Source: an optimization exercise on an open RTL-to-GDS flow (aim: small area and a short achievable clock period). Production flows keep margins and buffers that such runs may drop.
In this exercise RTL edits were held to simulation tests only and were not proved equivalent to the original.
No activity file was given, so power comes from the tool's default toggle rates.

// dcache_top
module dcache_top (
	input  logic        clk,
	input  logic        rst,
	input  logic [31:0] cpu_addr,
	input  logic [3:0]  cpu_byte_en,
	input  logic        cpu_read,
	input  logic        cpu_write,
	input  logic [31:0] cpu_wr_data,
	output logic [31:0] cpu_rd_data,
	output logic        cpu_stall,
	output logic [31:0] mem_addr,
	output logic        mem_addr_valid,
	output logic        mem_we,
	output logic [31:0] mem_wr_data,
	output logic        mem_wr_valid,
	output logic        mem_wr_last,
	input  logic        mem_addr_ready,
	input  logic        mem_rd_valid,
	input  logic [31:0] mem_rd_data,
	input  logic        mem_wr_ready,
	input  logic        mem_wr_done
);
	localparam int NW = 2;     
	localparam int NS = 4;     
	localparam int NO = 4;     
	localparam int TW = 26;    
	logic [NW-1:0][NS-1:0][TW-1:0]   tag_q;
	logic [NW-1:0][NS-1:0]           valid_q;
	logic [NW-1:0][NS-1:0]           dirty_q;
	logic [NW-1:0][NS*NO-1:0][31:0]  data_q;     
	logic       busy;       
	logic       s_wb;       
	logic       s_wbd;      
	logic       s_rf;       
	logic       s_rff;      
	logic [1:0] beat;       
	logic       rr;         
	logic       vway;       
	logic       mav;        
	logic [3:0] burst_oh;   
	logic       idle_q;     
	logic [TW-1:0] cpu_tag;
	logic [1:0]    idx;
	logic [1:0]    cpu_off;
	logic          cpu_req;
	assign cpu_tag = cpu_addr[31:6];
	assign idx     = cpu_addr[5:4];
	assign cpu_off = cpu_addr[3:2];
	assign cpu_req = cpu_read | cpu_write;
	logic [NS-1:0] set_dec;
	cache_dec4 u_set_dec   (.a(idx), .y(set_dec));
	logic [NW-1:0][NS-1:0][2:0] eqp;     
	logic [NW-1:0][NS-1:0]      match;   
	logic [NW-1:0]              hit_w;
	logic                       hit;
	logic [NW-1:0][NS-1:0]      sv_h;    
	for (genvar w = 0; w < NW; w++) begin : g_hit
		for (genvar s = 0; s < NS; s++) begin : g_set
			cache_tag_match #(.TW(TW)) u_match (
				.stored   (tag_q[w][s]),
				.addr_tag (cpu_tag),
				.eqp      (eqp[w][s])
			);
			assign match[w][s] = valid_q[w][s] & (&eqp[w][s]);
		end
  ...
export LEC_CHECK = 0
export CAP_MARGIN = 20
export CORE_MARGIN = 2
export CORE_UTILIZATION = 70
export PLACE_DENSITY = 0.8
export SETUP_SLACK_MARGIN = 2.0
export SLEW_MARGIN = 20
export SYNTH_HIERARCHICAL = 1
export SYNTH_MINIMUM_KEEP_SIZE = 0
export TNS_END_PERCENT = 100
export BUFFER_PORTS_ARGS = -buffer_cell sky130_fd_sc_hd__buf_2
export CTS_ARGS = -sink_clustering_enable -repair_clock_nets -dont_use_dummy_load -sink_clustering_size 12 -sink_clustering_max_diameter 50 -buf_list {sky130_fd_sc_hd__clkbuf_4 sky130_fd_sc_hd__clkbuf_8}
create_clock -name core_clock -period 6.5 [get_ports {clk}]
standard.sh (not shown) runs the stock make flow with config.mk's settings and CLKGATE_MAP_FILE= SYNTH_SCRIPT=/design/flow/synth_recipe.tcl, a recipe that flattens the netlist after the stock synthesis.
==> flow/flow/run.sh <==
#!/bin/bash
# The standard layout with two changes to how it is made:
#  - ports get plain buffers (buf_2) instead of the resizer's default pick, a delay cell;
#  - the clock tree uses clkbuf_4/clkbuf_8, clusters of up to 12 sinks within 50 um,
#    and no dummy loads.
# Synthesis, floorplan, power grid, placement, repair and routing are the standard flow's.
# make's full output goes to flow_make.log here; ORFS keeps each step's log under orfs/logs.
set -euo pipefail
cat >> config.mk <<'EOC'
export BUFFER_PORTS_ARGS = -buffer_cell sky130_fd_sc_hd__buf_2
export CTS_ARGS = -sink_clustering_enable -repair_clock_nets -dont_use_dummy_load -sink_clustering_size 12 -sink_clustering_max_diameter 50 -buf_list {sky130_fd_sc_hd__clkbuf_4 sky130_fd_sc_hd__clkbuf_8}
EOC
bash standard.sh > flow_make.log 2>&1
Change:
--- a/flow/design.v
+++ b/flow/design.v
@@ -32,40 +32,42 @@
 );
 	assign y[0] = ~a[1] & ~a[0];
 	assign y[1] = ~a[1] &  a[0];
 	assign y[2] =  a[1] & ~a[0];
 	assign y[3] =  a[1] &  a[0];
 endmodule
 module cache_word_read #(
 	parameter int W = 32
 ) (
 	input  logic [15:0]     sel,    
 	input  logic [16*W-1:0] d,      
-	output logic [W-1:0]    qn      
+	output logic [W-1:0]    qn_c,   
+	output logic [W-1:0]    qn_m    
 );
 	logic [7:0][W-1:0] p;    
 	logic [1:0][W-1:0] h;    
 	for (genvar i = 0; i < 8; i++) begin : g_pair
 		cache_aoi22 #(.W(W)) u_p (
 			.s0 (sel[2*i]),     .d0 (d[(2*i)*W +: W]),
 			.s1 (sel[2*i+1]),   .d1 (d[(2*i+1)*W +: W]),
 			.y  (p[i])
 		);
 	end
 	for (genvar j = 0; j < 2; j++) begin : g_half
 		cache_nand4 #(.W(W)) u_h (
 			.a (p[4*j]), .b (p[4*j+1]), .c (p[4*j+2]), .d (p[4*j+3]),
 			.y (h[j])
 		);
 	end
-	cache_nor2 #(.W(W)) u_q (.a(h[0]), .b(h[1]), .y(qn));
+	cache_nor2 #(.W(W)) u_qc (.a(h[0]), .b(h[1]), .y(qn_c));
+	cache_nor2 #(.W(W)) u_qm (.a(h[0]), .b(h[1]), .y(qn_m));
 endmodule
 module cache_aoi22 #(
 	parameter int W = 32
 ) (
 	input  logic         s0,
 	input  logic         s1,
 	input  logic [W-1:0] d0,
 	input  logic [W-1:0] d1,
 	output logic [W-1:0] y
 );
 	for (genvar i = 0; i < W; i = i + 2) begin : g_b
@@ -322,53 +324,54 @@
 	assign miss = cpu_req & ~hit;
 	cache_stall #(.NS(NS)) u_stall (
 		.req     (cpu_req),
 		.busy    (busy),
 		.sv0     (sv_h[0]),
 		.sv1     (sv_h[1]),
 		.eq0     (eqp[0]),
 		.eq1     (eqp[1]),
 		.stall   (cpu_stall)
 	);
 	logic [NW-1:0][31:0] rword_n;      
-	logic [NS-1:0]       set_n, set_n_r;
-	logic [NO-1:0]       off_n;
-	cache_dec4n    u_set_n   (.a(idx), .yn(set_n));
-	cache_dec4n    u_set_n_r (.a(idx), .yn(set_n_r));
+	logic [NW-1:0][31:0] rword_mn;     
+	logic [NS-1:0]       set_n;
 	logic [NO-1:0]       off_n_w;      
-	cache_offsel_n u_off_n   (.off(cpu_off), .boh(burst_oh), .idle(idle_q), .yn(off_n));
+	assign set_n = ~set_dec;
 	cache_offsel_n u_off_n_w (.off(cpu_off), .boh(burst_oh), .idle(idle_q), .yn(off_n_w));
-	logic [NW-1:0][NS*NO-1:0] rsel_r;    
+	logic [NW-1:0][NS-1:0]    set_n_r;
+	logic [NW-1:0][NO-1:0]    off_n;
+	logic [NW-1:0][NS*NO-1:0] rsel_r;
 	for (genvar w = 0; w < NW; w++) begin : g_rword
-		cache_sel16n u_rsel (.sn(set_n_r), .on(off_n), .k(rsel_r[w]));
+		cache_dec4n    u_set_n_r (.a(idx), .yn(set_n_r[w]));
+		cache_offsel_n u_off_n   (.off(cpu_off), .boh(burst_oh), .idle(idle_q), .yn(off_n[w]));
+		cache_sel16n   u_rsel    (.sn(set_n_r[w]), .on(off_n[w]), .k(rsel_r[w]));
 		cache_word_read #(.W(32)) u_rd (
 			.sel (rsel_r[w]),
 			.d   (data_q[w]),
-			.qn  (rword_n[w])
+			.qn_c (rword_n[w]),
+			.qn_m (rword_mn[w])
 		);
 	end
 	for (genvar b = 0; b < 4; b++) begin : g_rbyte
 		cache_hit_mux #(.NS(NS), .W(8)) u_hmux (
 			.sv1     (sv_h[1]),
 			.eq1     (eqp[1]),
 			.d0n     (rword_n[0][8*b +: 8]),
 			.d1n     (rword_n[1][8*b +: 8]),
 			.q       (cpu_rd_data[8*b +: 8])
 		);
 	end
-	assign mem_wr_data = ~(vway ? rword_n[1] : rword_n[0]);
-	logic [NS-1:0] set_v;
+	assign mem_wr_data = ~(vway ? rword_mn[1] : rword_mn[0]);
 	logic [TW-1:0] vtag;
-	cache_dec4 u_set_dec_v (.a(idx), .y(set_v));
 	cache_tag_read #(.W(TW)) u_vtag (
-		.sel ({set_v & {NS{vway}}, set_v & {NS{~vway}}}),
+		.sel ({set_dec & {NS{vway}}, set_dec & {NS{~vway}}}),
 		.d   (tag_q),
 		.q   (vtag)
 	);
 	assign mem_addr_valid = mav;
 	assign mem_we         = s_wb;
 	assign mem_wr_valid   = s_wb;
 	assign mem_wr_last    = s_wb & (beat == 2'd3);
 	assign mem_addr       = s_wb ? {vtag, idx, 4'b0000} : {cpu_tag, idx, 4'b0000};
 	logic          wen;
 	logic [NW-1:0] wway;
 	logic [3:0]    wbe;
After rerunning: Design area rises by about 3%. Critical path depth is unchanged. Core utilization rises by 2.2 points. Global-route usage rises by 1.6 points. Total power rises by 2.7%. First-iteration DRC count rises by 53%. Setup slack gets worse by 0.25 ns. Via count rises by 7.5%. Area after synthesis rises by about 0.5%.

[port drivers added, routing unchanged]
How much do the figures lean on ideal ports? The routed layouts below were timed once more, with nothing changed but the port constraints. Step 1 (the two cells are an assumption about what drives the block):
set clk [get_ports {clk}]
set_driving_cell -lib_cell sky130_fd_sc_hd__clkbuf_16 $clk
set_driving_cell -lib_cell sky130_fd_sc_hd__buf_2 [delete_from_list [all_inputs] $clk]
Step 2 also shifts input and output timing later by t, the mid clock arrival at the registers, as if the neighbouring blocks saw the same clock. a / b / c = ideal / step 1 / step 2; a / b = the first two.
run | t (ns) | slack for setup (ns) | worst setup path after step 2
the first run | 0.822 | 1.848 / 1.708 / 1.529 | input to register
the second run | 0.828 | 1.595 / 1.421 / 1.064 | input to register
After both steps setup and hold are still met in every run listed. For the second run, which loses most, drivers alone change the setup slack by -0.174 ns; drivers and shift together by -0.531 ns.
